What follows belongs to an exercise in optimizing a design on an open flow for small area; a production flow would make more cautious choices. RTL that was checked went through simulation tests only; none was proved equivalent to the original. Power and IR drop assume default switching activity.

the baseline:
==> flow/design.v (excerpt) <==
module regfile_scoreboard #(
    parameter int               XLEN    = 32,
    parameter int               NREG    = 32,
    parameter int               SP_IDX  = 2,
    parameter logic [XLEN-1:0]  SP_INIT = 32'h0001_0000,
    parameter int               BYPASS  = 1,
    localparam int              AW      = $clog2(NREG)
) (
    input  logic            clk,
    input  logic            rst,
    input  logic            iss_valid,
    input  logic            iss_we,
    input  logic [AW-1:0]   iss_rd,
    input  logic [AW-1:0]   iss_rs1,
    input  logic [AW-1:0]   iss_rs2,
    output logic            iss_ready,
    output logic [XLEN-1:0] rs1_data,
    output logic [XLEN-1:0] rs2_data,
    input  logic            wb_valid,
    input  logic [AW-1:0]   wb_rd,
    input  logic [XLEN-1:0] wb_data,
    input  logic            flush,
    output logic [NREG-1:0] busy_vec,
    output logic [AW:0]     pend_cnt,
    output logic            err_wb
);
For scale: about 3500 cells after synthesis, about 1000 flip-flops, roughly 40000 µm² of cells after synthesis.
Settings: LEC_CHECK=0, CAP_MARGIN=10, CORE_MARGIN=2, CORE_UTILIZATION=62, PLACE_DENSITY=0.72, SLEW_MARGIN=10, SYNTH_HIERARCHICAL=1; clock period 10.0 ns.
standard.sh (not shown) runs the stock make flow with config.mk's settings and CLKGATE_MAP_FILE= SYNTH_SCRIPT=/design/flow/synth_recipe.tcl, a recipe that flattens the netlist after the stock synthesis.
==> flow/flow/run.sh <==
#!/bin/bash
# The standard layout (standard.sh: standard synthesis, then ORFS to finish) with two
# layout-only changes:
#  - port buffers are buf_1 instead of the clkdlybuf4s50_1 that buffer_ports picks;
#  - clock tree: clkbuf_8 sink clusters of at most 16 flops within 60 um, and no dummy
#    balancing loads (the clock period leaves ample hold and setup margin).
# make's full output goes to flow_make.log; ORFS writes each step's log under orfs/logs/.
set -euo pipefail
cd "$(dirname "${BASH_SOURCE[0]}")/.."
export BUFFER_PORTS_ARGS="-buffer_cell sky130_fd_sc_hd__buf_1"
export CTS_ARGS="-sink_clustering_enable -repair_clock_nets -sink_clustering_size 16 -sink_clustering_max_diameter 60 -buf_list sky130_fd_sc_hd__clkbuf_8 -dont_use_dummy_load"
bash standard.sh > flow_make.log 2>&1
diff inputs: the baseline => the candidate
-- flow/config.mk --
<<< the baseline, line 8
export CAP_MARGIN = 10
>>> the candidate, line 8
export CAP_MARGIN = 20
<<< the baseline, line 12
export SLEW_MARGIN = 10
>>> the candidate, line 12
export SLEW_MARGIN = 20
--- outcome ---
Reported net switching power came out higher on the candidate than on the baseline.
The candidate ends up with a slew at the pin with the worst max-slew slack that is 0.17 ns lower than in the baseline.
Compared with the baseline, in the candidate area of all placed cells without fillers now sits higher; share of cell area taken by multi-input logic gates now sits lower.
Looking at critical path depth across the baseline and the candidate, the one that comes out higher is the candidate.
Looking at tightest slew margin relative to the limit, the candidate sits 11 points higher than the baseline does.
Sequential share of layout area down 0.25 points in the candidate wrt the baseline

---

## the reference run
regfile_scoreboard, a different RTL version from the one above (not shown whole).
Size: ~3,700 cells after synthesis, roughly 1,000 flip-flops, about 160 I/O pins, about 42,000 µm² of cells after synthesis.
// regfile_scoreboard
module regfile_scoreboard #(
    parameter int               XLEN    = 32,
    parameter int               NREG    = 32,
    parameter int               SP_IDX  = 2,
    parameter logic [XLEN-1:0]  SP_INIT = 32'h0001_0000,
    parameter int               BYPASS  = 1,
    localparam int              AW      = $clog2(NREG)
) (
    input  logic            clk,
    input  logic            rst,
    input  logic            iss_valid,
    input  logic            iss_we,
    input  logic [AW-1:0]   iss_rd,
    input  logic [AW-1:0]   iss_rs1,
    input  logic [AW-1:0]   iss_rs2,
    output logic            iss_ready,
    output logic [XLEN-1:0] rs1_data,
    output logic [XLEN-1:0] rs2_data,
    input  logic            wb_valid,
    input  logic [AW-1:0]   wb_rd,
    input  logic [XLEN-1:0] wb_data,
    input  logic            flush,
    output logic [NREG-1:0] busy_vec,
    output logic [AW:0]     pend_cnt,
    output logic            err_wb
);
==> flow/config.mk <==
export PLATFORM = sky130hd
export DESIGN_NAME = regfile_scoreboard
export DESIGN_NICKNAME = regfile_scoreboard
export VERILOG_FILES = /design/flow/design.v
export SDC_FILE = /design/flow/constraint.sdc
export NUM_CORES = 4
export LEC_CHECK = 0
export CAP_MARGIN = 20
export CORE_MARGIN = 2
export CORE_UTILIZATION = 62
export CTS_CLUSTER_DIAMETER = 80
export CTS_CLUSTER_SIZE = 25
export PLACE_DENSITY = 0.72
export SLEW_MARGIN = 20
export SYNTH_HIERARCHICAL = 1
==> flow/constraint.sdc <==
create_clock -name core_clock -period 10.0 [get_ports {clk}]
set_input_delay 2.0000 -clock core_clock [delete_from_list [all_inputs] [get_ports {clk}]]
set_output_delay 2.0000 -clock core_clock [all_outputs]
set_load 0.01 [all_outputs]
==> flow/flow/run.sh <==
#!/bin/bash
# The standard layout, with small buffers on the ports instead of the default
# clkdlybuf4s50_1 that buffer_ports picks; everything else is the standard flow's own flow.
set -euo pipefail
cd "$(dirname "${BASH_SOURCE[0]}")/.."
export BUFFER_PORTS_ARGS="-buffer_cell sky130_fd_sc_hd__buf_1"
bash standard.sh > flow_make.log 2>&1
### the reference run -> the trial run
- clearing CTS_CLUSTER_SIZE, which used to be 25
- clearing CTS_CLUSTER_DIAMETER, which used to be 80
==> flow/flow/run.sh <==
#!/bin/bash
# The standard layout (standard.sh: standard synthesis, then ORFS to finish) with two
# layout-only changes:
#  - port buffers are buf_1 instead of the clkdlybuf4s50_1 that buffer_ports picks;
#  - clock tree: clkbuf_8 sink clusters of at most 16 flops within 60 um, and no dummy
#    balancing loads (the clock period leaves ample hold and setup margin).
# make's full output goes to flow_make.log; ORFS writes each step's log under orfs/logs/.
set -euo pipefail
cd "$(dirname "${BASH_SOURCE[0]}")/.."
export BUFFER_PORTS_ARGS="-buffer_cell sky130_fd_sc_hd__buf_1"
export CTS_ARGS="-sink_clustering_enable -repair_clock_nets -sink_clustering_size 16 -sink_clustering_max_diameter 60 -buf_list sky130_fd_sc_hd__clkbuf_8 -dont_use_dummy_load"
bash standard.sh > flow_make.log 2>&1
Notes after the runs:
The trial run closes out successfully: all stages finished, all timing, DRC and antenna checks passed.
As of the trial run, power had fallen by a few percent compared to the reference run.
Going from the reference run to the trial run, cell area moved down, global-route wire length before repair level, worst-case headroom to the max-slew limit moved down, final-layout worst hold slack level, detailed-router iteration count before antenna repair moved up.
Lower setup slack of the critical path after layout among the trial run and the reference run: the reference run
The reference run → the trial run: largest net degree at the start of global routing has remained practically unchanged; routed wire length has remained practically unchanged; global routing met2 resource utilization has remained practically unchanged.
Re area added between synthesis and finish: the trial run is 0.98 points down on the reference run.

---

Setup of try-sierra:
Another version of the RTL of regfile_scoreboard (not shown whole).
Size in the first run: ~2700 cells after synthesis, ~160 I/O pins, ~43000 sq um of cells after synthesis.
// regfile_scoreboard
module regfile_scoreboard #(
    parameter int               XLEN    = 32,
    parameter int               NREG    = 32,
    parameter int               SP_IDX  = 2,
    parameter logic [XLEN-1:0]  SP_INIT = 32'h0001_0000,
    parameter int               BYPASS  = 1,
    localparam int              AW      = $clog2(NREG)
) (
    input  logic            clk,
    input  logic            rst,
    input  logic            iss_valid,
    input  logic            iss_we,
    input  logic [AW-1:0]   iss_rd,
    input  logic [AW-1:0]   iss_rs1,
    input  logic [AW-1:0]   iss_rs2,
    output logic            iss_ready,
    output logic [XLEN-1:0] rs1_data,
    output logic [XLEN-1:0] rs2_data,
    input  logic            wb_valid,
    input  logic [AW-1:0]   wb_rd,
    input  logic [XLEN-1:0] wb_data,
    input  logic            flush,
    output logic [NREG-1:0] busy_vec,
    output logic [AW:0]     pend_cnt,
    output logic            err_wb
);
clock: 10.0 ns
lec_check: 0
cap_margin: 20
core_margin: 2
core_utilization: 40
place_density: 0.6
slew_margin: 20
synth_hierarchical: 1
run.sh (not shown) runs the stock make flow with config.mk's settings and CLKGATE_MAP_FILE= SYNTH_SCRIPT=/design/flow/synth_recipe.tcl, a recipe that flattens the netlist after the stock synthesis.
Stock flow here: none of the scripts above is used.
The following lists how try-fjord was set up differently from try-sierra:
Settings: CTS_CLUSTER_SIZE newly set to 25; CORE_UTILIZATION changed from 40 to 70; PLACE_DENSITY changed from 0.6 to 0.8; CTS_CLUSTER_DIAMETER newly set to 80.
met1 demand-to-capacity share in global routing up 22 points in try-fjord wrt try-sierra. From try-sierra to try-fjord, number of multi-input combinational cells did not move at all. Of try-fjord and try-sierra, try-fjord shows the higher starting utilization of the core area, with try-sierra below it. Global-route wire length before repair down 12000 microns in try-fjord wrt try-sierra. From try-sierra to try-fjord the numbers moved as follows: global-route usage grew by 19 points, first-pass iteration count of the detailed router grew by 6, number of rows in the core area shrank by 29, cell area after placement shrank by 1300 sq um.
No functional check of the RTL was part of any run of this note.

==> static timing again, ports no longer ideal <==
In the flow no input, the clock included, has a driving cell. The finished layouts below were timed again as built, in two steps.
Step 1 assumes that a clkbuf_16 drives the clock port and a buf_2 every other input.
Step 2 adds t to the input delays and takes it off the output delays; t is the mean of the earliest and latest rising clock arrival at the registers after step 1. Input paths then give back, and output paths get back, about the clock's delay inside the block.
Three values: ideal ports, drivers, drivers and shift; two values: the first two.
| run | shift t [ns] | slack for setup (ns) | worst hold slack (ns) | worst setup path after step 2 | latest minus earliest clock arrival (ns) |
|---|---|---|---|---|---|
| the baseline | 0.769 | 1.602 / 1.579 / 1.579 | 0.503 / 0.503 / 0.503 | input to output | 0.078 / 0.078 |
| the candidate | 0.772 | 1.467 / 1.444 / 1.444 | 0.505 / 0.505 / 0.505 | input to output | 0.079 / 0.078 |
| the reference run | 0.720 | 0.798 / 0.761 / 0.761 | 0.491 / 0.491 / 0.491 | input to output | 0.044 / 0.043 |
| the trial run | 0.787 | 0.826 / 0.783 / 0.783 | 0.490 / 0.490 / 0.490 | input to output | 0.097 / 0.096 |
| try-sierra | 0.763 | 1.155 / 1.128 / 1.128 | 0.499 / 0.499 / 0.499 | input to output | 0.060 / 0.060 |
| try-fjord | 0.710 | 0.581 / 0.548 / 0.548 | 0.490 / 0.490 / 0.490 | input to output | 0.022 / 0.022 |
After both steps every run listed still meets setup and hold. For the trial run, which loses most, drivers alone change the setup slack by -0.043 ns; drivers and shift together by -0.043 ns.
